Background: an optimization exercise with open tools, aiming at small area. Do not read the settings as production practice. Only simulation tests tie the RTL to the original design; equivalence was not proved. No activity file was given, so power comes from the tool's default toggle rates.

==> module frame_combiner, before the edit <==
module frame_combiner (
	input  logic              clk_125,
	input  logic              rst_crc,
	input  logic              time_clr,
	input  logic              credit_return,
	input  logic              ch0_block_avail,
	input  logic [1:0]        ch0_rd_blk,
	input  logic [1023:0]     ch0_words,
	output logic [2:0]        ch0_rd_off,
	output logic              ch0_rd_all,
	output logic              ch0_block_done,
	input  logic              ch1_block_avail,
	input  logic [1:0]        ch1_rd_blk,
	input  logic [1023:0]     ch1_words,
	output logic [2:0]        ch1_rd_off,
	output logic              ch1_rd_all,
	output logic              ch1_block_done,
	output stream_pkg::word_t out_data,
	output logic              out_valid,
	output logic              out_sop,
	output logic              out_eop
);
	localparam logic [3:0] PH_CRC  = 4'd8;
	localparam logic [3:0] PH_IDLE = 4'd12;
	localparam logic [3:0] PH_HDR  = 4'd15;
	logic [3:0]       ph;
	logic             sel;        
	logic             pay;        
	logic             in_crc;
	logic             in_hdr;
	stream_pkg::seq_t seq0, seq1, seq;
	logic [2:0]       credits;
	crc_pkg::crc_t    crc;
	stream_pkg::word_t pay_data;
	assign pay    = !ph[3];
	assign in_crc = ph == PH_CRC;
	assign in_hdr = ph == PH_HDR;
	assign out_valid = (ph != PH_IDLE) && (credits != 3'd0);
	assign out_sop   = out_valid && in_hdr;
	assign out_eop   = out_valid && in_crc;
	always_ff @(posedge clk_125)
	begin
		if (rst_crc)
		begin
			ph  <= PH_IDLE;
			sel <= 1'b1;              
		end
		else if (ph == PH_IDLE)
		begin
			if (ch0_block_avail || ch1_block_avail)
			begin
				sel <= (ch0_block_avail && ch1_block_avail) ? ~sel : ch1_block_avail;
				ph  <= PH_HDR;
			end
		end
		else if (out_valid)
			ph <= in_crc ? PH_IDLE : ph + 1'b1;
	end
	always_ff @(posedge clk_125)
	begin
		if (rst_crc || time_clr)
		begin
			seq0 <= '0;
			seq1 <= '0;
		end
		else if (out_sop)
		begin
			if (sel)
				seq1 <= seq1 + 1'b1;
			else
				seq0 <= seq0 + 1'b1;
		end
	end
	always_ff @(posedge clk_125)
	begin
		if (rst_crc)
			credits <= 3'd4;
		else if (out_valid && !credit_return)
			credits <= credits - 1'b1;
		else if (!out_valid && credit_return)
			credits <= credits + 1'b1;
	end
	logic [63:0] s_word;
	logic [5:0]  rd_idx;
	assign rd_idx = {sel, sel ? ch1_rd_blk : ch0_rd_blk, ph[2:0]};
	always_comb
	begin
		s_word = '0;
		s_word[rd_idx] = pay;
	end
	word_sel u_sel (
		.words    ({ch1_words, ch0_words}),
		.s        (s_word),
		.crc_out  (crc ^ crc_pkg::CRC_XOROUT),
		.s_crc    (in_crc),
		.hdr_chan (sel),
		.hdr_seq  (seq),
		.s_hdr    (in_hdr),
		.y        (out_data)
	);
	assign pay_data = out_data;
	crc_pkg::crc_t crc_x, crc_nxt;
	assign crc_x = ((ph[2:0] == 3'd0) ? crc_pkg::CRC_INIT : crc) ^ pay_data;
	crc_f u_crc (
		.x (crc_x),
		.y (crc_nxt)
	);
	always_ff @(posedge clk_125)
	begin
		if (out_valid && pay)
			crc <= crc_nxt;
	end
	assign ch0_rd_off     = (pay && !sel) ? ph[2:0] : 3'd0;
	assign ch1_rd_off     = (pay &&  sel) ? ph[2:0] : 3'd0;
	assign ch0_rd_all     = in_crc && !sel;
	assign ch1_rd_all     = in_crc &&  sel;
	assign ch0_block_done = out_eop && !sel;
	assign ch1_block_done = out_eop &&  sel;
	assign seq = sel ? seq1 : seq0;
endmodule
export LEC_CHECK = 0
export CAP_MARGIN = 20
export CORE_MARGIN = 2
export CORE_UTILIZATION = 65
export CTS_BUF_LIST = sky130_fd_sc_hd__clkbuf_8
export CTS_CLUSTER_DIAMETER = 60
export CTS_CLUSTER_SIZE = 16
export SLEW_MARGIN = 20
export SYNTH_HIERARCHICAL = 1
create_clock -name core_clock -period 6.5 [get_ports {clk_125}]
standard.sh (not shown) runs the stock make flow with config.mk's settings and CLKGATE_MAP_FILE= SYNTH_SCRIPT=/design/flow/synth_recipe.tcl, a recipe that flattens the netlist after the stock synthesis.
==> flow/flow/run.sh <==
#!/bin/bash
# Standard ORFS layout with two changes: ports are buffered with buf_2
# instead of the default delay-cell buffer, and clock tree synthesis adds
# no dummy loads. Each tool's output goes to a log file in this folder;
# ORFS also keeps its per-step logs under orfs/logs/.
set -euo pipefail
export BUFFER_PORTS_ARGS="-buffer_cell sky130_fd_sc_hd__buf_2"
export CTS_ARGS="-sink_clustering_enable -repair_clock_nets -dont_use_dummy_load -sink_clustering_size 16 -sink_clustering_max_diameter 60 -buf_list sky130_fd_sc_hd__clkbuf_8"
bash standard.sh finish > standard_flow.log 2>&1
==> next run, changes <==
--- a/flow/design.v
+++ b/flow/design.v
@@ -49,12 +49,18 @@
 			);
 		end
 		assign y[b] = ~(&n) | (words[32*63 + b] & s[63]) | (crc_out[b] & s_crc) |
 			(hdr[b] & s_hdr);
 	end
 endmodule
+module sel_nor2 (
+	input  logic a, b,
+	output logic y
+);
+	assign y = ~(a | b);
+endmodule
 package crc_pkg;
 	localparam int unsigned CRC_W = 32;       
 	typedef logic [CRC_W-1:0] crc_t;          
 	localparam crc_t CRC_POLY   = 32'h04C11DB7;   
 	localparam crc_t CRC_INIT   = 32'hFFFFFFFF;   
 	localparam crc_t CRC_XOROUT = 32'hFFFFFFFF;   
@@ -374,20 +380,23 @@
 );
 	localparam logic [3:0] PH_CRC  = 4'd8;
 	localparam logic [3:0] PH_IDLE = 4'd12;
 	localparam logic [3:0] PH_HDR  = 4'd15;
 	logic [3:0]       ph;
 	logic             sel;        
+	logic             pick;       
+	logic [1:0]       blk;        
 	logic             pay;        
 	logic             in_crc;
 	logic             in_hdr;
 	stream_pkg::seq_t seq0, seq1, seq;
 	logic [2:0]       credits;
 	crc_pkg::crc_t    crc;
 	stream_pkg::word_t pay_data;
 	assign pay    = !ph[3];
+	assign pick   = (ch0_block_avail && ch1_block_avail) ? ~sel : ch1_block_avail;
 	assign in_crc = ph == PH_CRC;
 	assign in_hdr = ph == PH_HDR;
 	assign out_valid = (ph != PH_IDLE) && (credits != 3'd0);
 	assign out_sop   = out_valid && in_hdr;
 	assign out_eop   = out_valid && in_crc;
 	always_ff @(posedge clk_125)
@@ -398,13 +407,14 @@
 			sel <= 1'b1;              
 		end
 		else if (ph == PH_IDLE)
 		begin
 			if (ch0_block_avail || ch1_block_avail)
 			begin
-				sel <= (ch0_block_avail && ch1_block_avail) ? ~sel : ch1_block_avail;
+				sel <= pick;
+				blk <= pick ? ch1_rd_blk : ch0_rd_blk;
 				ph  <= PH_HDR;
 			end
 		end
 		else if (out_valid)
 			ph <= in_crc ? PH_IDLE : ph + 1'b1;
 	end
@@ -430,18 +440,26 @@
 		else if (out_valid && !credit_return)
 			credits <= credits - 1'b1;
 		else if (!out_valid && credit_return)
 			credits <= credits + 1'b1;
 	end
 	logic [63:0] s_word;
-	logic [5:0]  rd_idx;
-	assign rd_idx = {sel, sel ? ch1_rd_blk : ch0_rd_blk, ph[2:0]};
+	logic [7:0]  hi_n, lo_n;
 	always_comb
-	begin
-		s_word = '0;
-		s_word[rd_idx] = pay;
+		for (int k = 0; k < 8; k++)
+		begin
+			hi_n[k] = !({sel, blk} == 3'(k));
+			lo_n[k] = !(pay && ph[2:0] == 3'(k));
+		end
+	for (genvar i = 0; i < 64; i++)
+	begin : g_sel
+		sel_nor2 u_nor (
+			.a (hi_n[i / 8]),
+			.b (lo_n[i % 8]),
+			.y (s_word[i])
+		);
 	end
 	word_sel u_sel (
 		.words    ({ch1_words, ch0_words}),
 		.s        (s_word),
 		.crc_out  (crc ^ crc_pkg::CRC_XOROUT),
 		.s_crc    (in_crc),
Effect:
- The new run went through all stages and came out clean
- critical path depth is lower by 2
- wire length is about the same
- core utilization is lower by 0.45 points
- cell count is lower by 1.4%
- power is lower by about 0.9%
- setup slack is better by 0.047 ns
- synthesized area stays flat
- count of clock-buffer cells in the layout is higher by 5
- die area hardly moves

-- separate check: timing with driven ports --
The results above use ideal ports. As a check the final layouts listed here were re-extracted and re-timed, cells and wires unchanged.
Step 1 (the two cells are an assumption about what drives the block):
set clk [get_ports {clk_125}]
set_driving_cell -lib_cell sky130_fd_sc_hd__clkbuf_16 $clk
set_driving_cell -lib_cell sky130_fd_sc_hd__buf_2 [delete_from_list [all_inputs] $clk]
Step 2 times the ports against the registers' clock, not the clock port: input delays grow and output delays shrink by t, the midpoint of the rising clock arrivals with the driver on.
Three values: no drivers, after step 1, after step 2; two values: the first two.
run | shift t [ns] | setup slack, ns | slew at the worst register clock pin (ns)
the first run | 0.947 | 0.108 / 0.037 / 0.324 | 0.10 / 0.10
the second run | 0.949 | 0.156 / 0.086 / 0.206 | 0.11 / 0.11
After both steps setup and hold are still met in every run listed.
